What follows belongs to an exercise in optimizing a design on an open flow for small area, a short achievable clock period and few clock cycles per item; a production flow would make more cautious choices. Only simulation tests tie the RTL to the original design; equivalence was not proved. Power figures rest on the tool's default switching activity, not on a simulated workload.

Setup of xenon:
Design nvme_prp_list_walker_unit, start of the top module:
module nvme_prp_list_walker_unit (
    input  logic          aclk,
    input  logic          aresetn,
    input  logic          cfg_valid,
    output logic          cfg_ready,
    input  logic [4:0]    cfg_data,      
    input  logic          s_tvalid,
    output logic          s_tready,
    input  logic [223:0]  s_tdata,       
    input  logic          s_tuser,       
    output logic          m_tvalid,
    input  logic          m_tready,
    output logic [95:0]   m_tdata,       
    output logic [1:0]    m_tuser,       
    output logic          m_tlast        
);
    localparam logic [1:0] LEN_ZERO  = 2'd0;
    localparam logic [1:0] LEN_PAGE  = 2'd1;
    localparam logic [1:0] LEN_LEFT  = 2'd2;
    localparam logic [1:0] LEN_COUNT = 2'd3;
    logic [3:0]  sh_reg;
    logic        walking_reg;
    logic        pending_reg;    
    logic [31:0] left_reg;
    logic [63:0] fetch_reg;
    logic [24:0] slot_reg;       
    logic        dec_ok_reg;
    logic        dec_start_reg;
    logic        dec_yield_reg;   
    logic        dec_two_reg;     
    logic        dec_walk_reg;    
    logic        dec_fetch_reg;   
  ...
Size in the first run: roughly 1300 cells after synthesis, about 140 flip-flops, ~340 I/O pins.
clock: 8.5 ns
lec_check: 0
cap_margin: 20
core_margin: 2
core_utilization: 40
slew_margin: 20
standard.sh (not shown) runs the stock make flow with config.mk's settings and CLKGATE_MAP_FILE= SYNTH_SCRIPT=/design/flow/synth_recipe.tcl, a recipe that flattens the netlist after the stock synthesis.
==> flow/flow/run.sh <==
#!/bin/bash
# The standard layout (standard.sh), with: port buffers of the smallest buffer cell,
# the settings below, and (if flow/abc_speed.script exists) that ABC mapping script in
# place of ORFS's. Each tool's output stays in its ORFS log; make's output in standard.log.
set -e
if [ -f flow/abc_speed.script ]; then
  rm -rf orfs_scripts
  cp -r "$FLOW_HOME/scripts" orfs_scripts
  cp flow/abc_speed.script orfs_scripts/abc_speed.script
fi
export BUFFER_PORTS_ARGS="-buffer_cell sky130_fd_sc_hd__buf_1"
bash standard.sh  SETUP_SLACK_MARGIN=4.3 SYNTH_HIERARCHICAL=1 SYNTH_MINIMUM_KEEP_SIZE=0 finish > standard.log 2>&1
xenon reached the end of the flow, and the finished layout is clean on the timing, design-rule and antenna checks.
Testbench counts of xenon, summed over its fixed seeds: cycles 24,007, items 12,000.
Edits applied to the flow inputs when going from xenon to raven:
diff --git a/flow/flow/run.sh b/flow/flow/run.sh
--- a/flow/flow/run.sh
+++ b/flow/flow/run.sh
@@ -12 +12 @@
-bash standard.sh  SETUP_SLACK_MARGIN=4.3 SYNTH_HIERARCHICAL=1 SYNTH_MINIMUM_KEEP_SIZE=0 finish > standard.log 2>&1
+bash standard.sh  SETUP_SLACK_MARGIN=4.65 SYNTH_HIERARCHICAL=1 SYNTH_MINIMUM_KEEP_SIZE=0 finish > standard.log 2>&1
==> run summary <==
Compared with xenon, raven shows register-to-register slack lower by 0.22 ns.
Measured against raven, the total design power of xenon comes out at 0.930 times the reference value.
Comparing xenon and raven, final standard cell area without fillers is lower on xenon.
Power density over cell area down 7.7 nW/µm² in raven wrt xenon
Diff raven..xenon | synthesized-area fraction occupied by and/or/nand/nor cells | unchanged
Switching power of the nets, xenon and raven, lower one = xenon.
Where final worst clock skew is concerned, xenon is outperformed by raven.
The core of raven is more densely filled than that of xenon.
When the final numbers for xenon and raven were put side by side, the total routing resource utilization after global routing turned out to be greater in raven.

* * *

job 101:
Another version of the RTL of nvme_prp_list_walker_unit (not shown whole).
For scale: roughly 1300 cells after synthesis, ~140 flip-flops, ~340 I/O pins.
// nvme_prp_list_walker_unit
module nvme_prp_list_walker_unit (
    input  logic          aclk,
    input  logic          aresetn,
    input  logic          cfg_valid,
    output logic          cfg_ready,
    input  logic [4:0]    cfg_data,      
    input  logic          s_tvalid,
    output logic          s_tready,
    input  logic [223:0]  s_tdata,       
    input  logic          s_tuser,       
    output logic          m_tvalid,
    input  logic          m_tready,
    output logic [95:0]   m_tdata,       
    output logic [1:0]    m_tuser,       
    output logic          m_tlast        
);
==> flow/config.mk <==
export PLATFORM = sky130hd
export DESIGN_NAME = nvme_prp_list_walker_unit
export DESIGN_NICKNAME = nvme_prp_list_walker_unit
export VERILOG_FILES = /design/flow/design.v
export SDC_FILE = /design/flow/constraint.sdc
export NUM_CORES = 4
export LEC_CHECK = 0
export CAP_MARGIN = 20
export CORE_MARGIN = 2
export CORE_UTILIZATION = 40
export SLEW_MARGIN = 20
==> flow/constraint.sdc <==
create_clock -name core_clock -period 8.5 [get_ports {aclk}]
set_input_delay 1.7000 -clock core_clock [delete_from_list [all_inputs] [get_ports {aclk}]]
set_output_delay 1.7000 -clock core_clock [all_outputs]
set_load 0.01 [all_outputs]
==> flow/flow/run.sh <==
#!/bin/bash
# The standard layout (standard.sh), with: port buffers of the smallest buffer cell,
# the settings below, and (if flow/abc_speed.script exists) that ABC mapping script in
# place of ORFS's. Each tool's output stays in its ORFS log; make's output in standard.log.
set -e
if [ -f flow/abc_speed.script ]; then
  rm -rf orfs_scripts
  cp -r "$FLOW_HOME/scripts" orfs_scripts
  cp flow/abc_speed.script orfs_scripts/abc_speed.script
fi
export BUFFER_PORTS_ARGS="-buffer_cell sky130_fd_sc_hd__buf_1"
bash standard.sh  SETUP_SLACK_MARGIN=4.5 SYNTH_HIERARCHICAL=1 SYNTH_MINIMUM_KEEP_SIZE=0 finish > standard.log 2>&1
Testbench counts of job 101, summed over its fixed seeds: cycles 24,007, items 12,000.
Modified inputs, job 102 compared to job 101
-- flow/flow/run.sh --
<<< job 101, line 12
bash standard.sh  SETUP_SLACK_MARGIN=4.5 SYNTH_HIERARCHICAL=1 SYNTH_MINIMUM_KEEP_SIZE=0 finish > standard.log 2>&1
>>> job 102, line 12
bash standard.sh  SETUP_SLACK_MARGIN=4.5 SYNTH_HIERARCHICAL=1 SYNTH_MINIMUM_KEEP_SIZE=0 CTS_CLUSTER_SIZE=30 CTS_CLUSTER_DIAMETER=150 finish > standard.log 2>&1
### Flow results
Diff job 102..job 101 | simple-gate share of the synthesized area | unchanged. Changes observed in job 102 relative to job 101: post-synthesis compound-gate area fraction stayed essentially flat; die area stayed essentially flat.

port drivers added, routing unchanged:
In the flow no input, the clock included, has a driving cell. The finished layouts below were timed again as built, in two steps.
Step 1: set_driving_cell puts a clkbuf_16 on aclk and a buf_2 on each other input, an assumption about the parent block.
Step 2 adds t to the input delays and takes it off the output delays; t is the mean of the earliest and latest rising clock arrival at the registers after step 1. Input paths then give back, and output paths get back, about the clock's delay inside the block.
Three values: ideal ports, drivers, drivers and shift; two values: the first two.
run | t, ns | setup slack, ns | hold slack, ns | worst register clock-pin slew, ns
xenon | 0.469 | 4.278 / 4.249 / 4.055 | 0.477 / 0.477 / 0.477 | 0.07 / 0.07
raven | 0.465 | 4.446 / 4.404 / 4.216 | 0.471 / 0.471 / 0.471 | 0.07 / 0.07
job 101 | 0.460 | 4.486 / 4.442 / 4.098 | 0.476 / 0.476 / 0.476 | 0.07 / 0.07
job 102 | 0.460 | 4.486 / 4.442 / 4.098 | 0.476 / 0.476 / 0.476 | 0.07 / 0.07
After both steps setup and hold are still met in every run listed.
